This design comes from an exercise in tuning for small area, a short achievable clock period and few clock cycles per item on the open sky130 flow, not from production work. In this exercise RTL edits were held to simulation tests only and were not proved equivalent to the original. Power is estimated from default activity; no workload was simulated.

==> flow/design.v <==
`timescale 1ns / 1ps
package cdq_pkg;
	localparam int DATA_W = 32;
	localparam int CMD_W  = 3;
	localparam int STAT_W = 2;
	localparam int OCC_W  = 5;
	localparam logic [CMD_W-1:0] CMD_PUSH_FRONT = 3'd0;
	localparam logic [CMD_W-1:0] CMD_PUSH_REAR  = 3'd1;
	localparam logic [CMD_W-1:0] CMD_POP_FRONT  = 3'd2;
	localparam logic [CMD_W-1:0] CMD_POP_REAR   = 3'd3;
	localparam logic [CMD_W-1:0] CMD_QUERY      = 3'd4;
	localparam logic [STAT_W-1:0] ST_DONE  = 2'd0;
	localparam logic [STAT_W-1:0] ST_FULL  = 2'd1;
	localparam logic [STAT_W-1:0] ST_EMPTY = 2'd2;
	typedef struct packed {
		logic [CMD_W-1:0]         cmd;
		logic signed [DATA_W-1:0] push_value;
	} cdq_req_t;
	typedef struct packed {
		logic [STAT_W-1:0]        status;
		logic signed [DATA_W-1:0] popped_value;
		logic signed [DATA_W-1:0] front_value;
		logic signed [DATA_W-1:0] rear_value;
		logic [OCC_W-1:0]         occupancy;
		logic                     is_empty;
		logic                     is_full;
	} cdq_rsp_t;
	typedef enum logic {
		CDQ_IDLE,
		CDQ_POP
	} cdq_state_t;
endpackage
`timescale 1ns / 1ps
module deque_top (
	input  logic        clk,
	input  logic        arst_n,
	input  logic        req_valid,
	output logic        req_ready,
	input  logic [2:0]  req_cmd,
	input  logic [31:0] req_value,
	output logic        rsp_valid,
	input  logic        rsp_ready,
	output logic [1:0]  rsp_status,
	output logic [31:0] rsp_popped,
	output logic [31:0] rsp_front,
	output logic [31:0] rsp_rear,
	output logic [4:0]  rsp_occupancy,
	output logic        rsp_empty,
	output logic        rsp_full
);
	localparam int RN = 14;    
	localparam int DW = 32;
	logic [4:0]    cnt_q;
	logic [3:0]    rp_h_q, rp_t_q;      
	logic [DW-1:0] ring_q [RN];
	logic [DW-1:0] front_q, rear_q;
	logic          rsp_valid_q;
	logic [1:0]    status_q;
	logic [DW-1:0] popped_q;
	logic take;
	assign req_ready = !rsp_valid_q || rsp_ready;
	assign take      = req_valid && req_ready;
	logic is_push, is_pop, at_rear;
	assign is_push = (req_cmd[2:1] == 2'b00);
	assign is_pop  = (req_cmd[2:1] == 2'b01);
	assign at_rear = req_cmd[0];
	logic n0, n1, n2, ge2, ge3, full;
	assign n0   = (cnt_q == 5'd0);
	assign n1   = (cnt_q == 5'd1);
	assign n2   = (cnt_q == 5'd2);
	assign full = cnt_q[4];
	assign ge2  = !n0 && !n1;
	assign ge3  = ge2 && !n2;
	logic [3:0] h_prev, h_next, t_prev, t_next;
	assign h_prev = (rp_h_q == 4'd0)        ? 4'(RN - 1) : rp_h_q - 4'd1;
	assign h_next = (rp_h_q == 4'(RN - 1))  ? 4'd0       : rp_h_q + 4'd1;
	assign t_prev = (rp_t_q == 4'd0)        ? 4'(RN - 1) : rp_t_q - 4'd1;
	assign t_next = (rp_t_q == 4'(RN - 1))  ? 4'd0       : rp_t_q + 4'd1;
	logic [DW-1:0] rd_h, rd_t;
	always_comb begin
		rd_h = '0;
		rd_t = '0;
		for (int i = 0; i < RN; i++) begin
			rd_h = rd_h | (ring_q[i] & {DW{rp_h_q == 4'(i)}});
			rd_t = rd_t | (ring_q[i] & {DW{rp_t_q == 4'(i)}});
		end
	end
	logic          push_ok, pop_ok, ring_push;
	logic          front_ld, rear_ld;
	logic [DW-1:0] front_d, rear_d, popped_d;
	logic [1:0]    status_d;
	logic [4:0]    cnt_d;
	assign push_ok   = is_push && !full;
	assign pop_ok    = is_pop && !n0;
	assign ring_push = push_ok && ge2;
	always_comb begin
		front_ld = 1'b0;
		front_d  = '0;
		rear_ld  = 1'b0;
		rear_d   = '0;
		if (n0 && !is_push) begin
			front_ld = 1'b1;
			rear_ld  = 1'b1;
		end
		if (push_ok && (!at_rear || n0)) begin
			front_ld = 1'b1;
			front_d  = req_value;
		end
		if (push_ok && (at_rear || n0)) begin
			rear_ld = 1'b1;
			rear_d  = req_value;
		end
		if (pop_ok && n1) begin
			front_ld = 1'b1;
			rear_ld  = 1'b1;
		end
		if (pop_ok && !at_rear && !n1) begin
			front_ld = 1'b1;
			front_d  = n2 ? rear_q : rd_h;
		end
		if (pop_ok && at_rear && !n1) begin
			rear_ld = 1'b1;
			rear_d  = n2 ? front_q : rd_t;
		end
		popped_d = '0;
		if (pop_ok)
			popped_d = at_rear ? rear_q : front_q;
		status_d = 2'd0;
		if (is_push && full)
			status_d = 2'd1;
		if (is_pop && n0)
			status_d = 2'd2;
		cnt_d = cnt_q;
		if (push_ok)
			cnt_d = cnt_q + 5'd1;
		if (pop_ok)
			cnt_d = cnt_q - 5'd1;
	end
	always_ff @(posedge clk or negedge arst_n) begin
		if (!arst_n) begin
			cnt_q       <= '0;
			rp_h_q      <= 4'd0;
			rp_t_q      <= 4'(RN - 1);
			rsp_valid_q <= 1'b0;
		end else begin
			if (take) begin
				cnt_q <= cnt_d;
				if (ring_push && !at_rear)
					rp_h_q <= h_prev;
				if (pop_ok && !at_rear && ge3)
					rp_h_q <= h_next;
				if (ring_push && at_rear)
					rp_t_q <= t_next;
				if (pop_ok && at_rear && ge3)
					rp_t_q <= t_prev;
			end
			if (req_ready)
				rsp_valid_q <= take;
		end
	end
	always_ff @(posedge clk) begin
		if (take && front_ld)
			front_q <= front_d;
		if (take && rear_ld)
			rear_q <= rear_d;
		if (take) begin
			popped_q <= popped_d;
			status_q <= status_d;
		end
	end
	logic [DW-1:0] wdata;
	assign wdata = at_rear ? rear_q : front_q;
	for (genvar i = 0; i < RN; i++) begin : g_ring
		always_ff @(posedge clk) begin
			if (take && ring_push &&
			    (at_rear ? (t_next == 4'(i)) : (h_prev == 4'(i))))
				ring_q[i] <= wdata;
		end
	end
	assign rsp_valid     = rsp_valid_q;
	assign rsp_status    = status_q;
	assign rsp_popped    = popped_q;
	assign rsp_front     = front_q;
	assign rsp_rear      = rear_q;
	assign rsp_occupancy = cnt_q;
	assign rsp_empty     = n0;
	assign rsp_full      = full;
endmodule
make LEC_CHECK=0 CAP_MARGIN=20 CORE_MARGIN=2 CORE_UTILIZATION=40 SLEW_MARGIN=20 finish   # period 5.0 ns
run.sh (not shown) runs the stock make flow with config.mk's settings and CLKGATE_MAP_FILE= SYNTH_SCRIPT=/design/flow/synth_recipe.tcl, a recipe that flattens the netlist after the stock synthesis.
Testbench counts at the start, summed over its fixed seeds: cycles 48,008, commands 48,000.
Then changed:
--- a/flow/design.v
+++ b/flow/design.v
@@ -55,17 +55,39 @@
 	logic [DW-1:0] ring_q [RN];
 	logic [DW-1:0] front_q, rear_q;
 	logic          rsp_valid_q;
 	logic [1:0]    status_q;
 	logic [DW-1:0] popped_q;
-	logic take;
-	assign req_ready = !rsp_valid_q || rsp_ready;
-	assign take      = req_valid && req_ready;
+	logic          skid_v_q;
+	logic [2:0]    skid_cmd_q;
+	logic [DW-1:0] skid_val_q;
+	logic          slot_free, take;
+	logic [2:0]    cmd;
+	logic [DW-1:0] value;
+	assign req_ready = !skid_v_q;
+	assign slot_free = !rsp_valid_q || rsp_ready;
+	assign take      = (skid_v_q || req_valid) && slot_free;
+	assign cmd       = skid_v_q ? skid_cmd_q : req_cmd;
+	assign value     = skid_v_q ? skid_val_q : req_value;
+	always_ff @(posedge clk or negedge arst_n) begin
+		if (!arst_n)
+			skid_v_q <= 1'b0;
+		else if (skid_v_q)
+			skid_v_q <= !slot_free;
+		else
+			skid_v_q <= req_valid && !slot_free;
+	end
+	always_ff @(posedge clk) begin
+		if (!skid_v_q) begin
+			skid_cmd_q <= req_cmd;
+			skid_val_q <= req_value;
+		end
+	end
 	logic is_push, is_pop, at_rear;
-	assign is_push = (req_cmd[2:1] == 2'b00);
-	assign is_pop  = (req_cmd[2:1] == 2'b01);
-	assign at_rear = req_cmd[0];
+	assign is_push = (cmd[2:1] == 2'b00);
+	assign is_pop  = (cmd[2:1] == 2'b01);
+	assign at_rear = cmd[0];
 	logic n0, n1, n2, ge2, ge3, full;
 	assign n0   = (cnt_q == 5'd0);
 	assign n1   = (cnt_q == 5'd1);
 	assign n2   = (cnt_q == 5'd2);
 	assign full = cnt_q[4];
@@ -102,15 +124,15 @@
 			front_ld = 1'b1;
 			rear_ld  = 1'b1;
 		end
 		if (push_ok && (!at_rear || n0)) begin
 			front_ld = 1'b1;
-			front_d  = req_value;
+			front_d  = value;
 		end
 		if (push_ok && (at_rear || n0)) begin
 			rear_ld = 1'b1;
-			rear_d  = req_value;
+			rear_d  = value;
 		end
 		if (pop_ok && n1) begin
 			front_ld = 1'b1;
 			rear_ld  = 1'b1;
 		end
@@ -152,11 +174,11 @@
 				if (ring_push && at_rear)
 					rp_t_q <= t_next;
 				if (pop_ok && at_rear && ge3)
 					rp_t_q <= t_prev;
 			end
-			if (req_ready)
+			if (slot_free)
 				rsp_valid_q <= take;
 		end
 	end
 	always_ff @(posedge clk) begin
 		if (take && front_ld)
Result: Final area rose by a few percent; power rose by a quarter to a third; worst setup slack is worse by 0.035 ns; via count rose by roughly a tenth; wire length rose by a quarter to a third; worst hold slack is worse by 0.13 ns; register-to-register slack is worse by 0.22 ns; combinational power rose by well over a third; global-route usage rose by 5.4 points; utilization rose by 0.25 points; first-iteration DRC count rose by well over a third.
Testbench counts after the change, summed over its fixed seeds: cycles 48,008, commands 48,000.

## what the ideal ports hide
The results above use ideal ports. As a check the final layouts listed here were re-extracted and re-timed, cells and wires unchanged. Step 1 sets driving cells, clkbuf_16 on the clock port and buf_2 on the other inputs (assumed; they add their load-dependent delay and slew). Step 2 also shifts input and output timing later by t, the mid clock arrival at the registers, as if the neighbouring blocks saw the same clock. Three values: no drivers, after step 1, after step 2; two values: the first two.
run | t, ns | slack for setup (ns) | worst hold slack (ns) | worst slew at a driven data input, ns
the first run | 0.691 | 1.103 / 1.038 / 0.716 | 0.620 / 0.620 / 0.620 | 0.04
the second run | 0.708 | 1.068 / 1.068 / 0.802 | 0.490 / 0.490 / 0.490 | 0.06
After both steps every run listed still meets setup and hold. The setup slack of the first run, which loses most, moves by -0.065 ns with the drivers and by -0.387 ns with both steps.
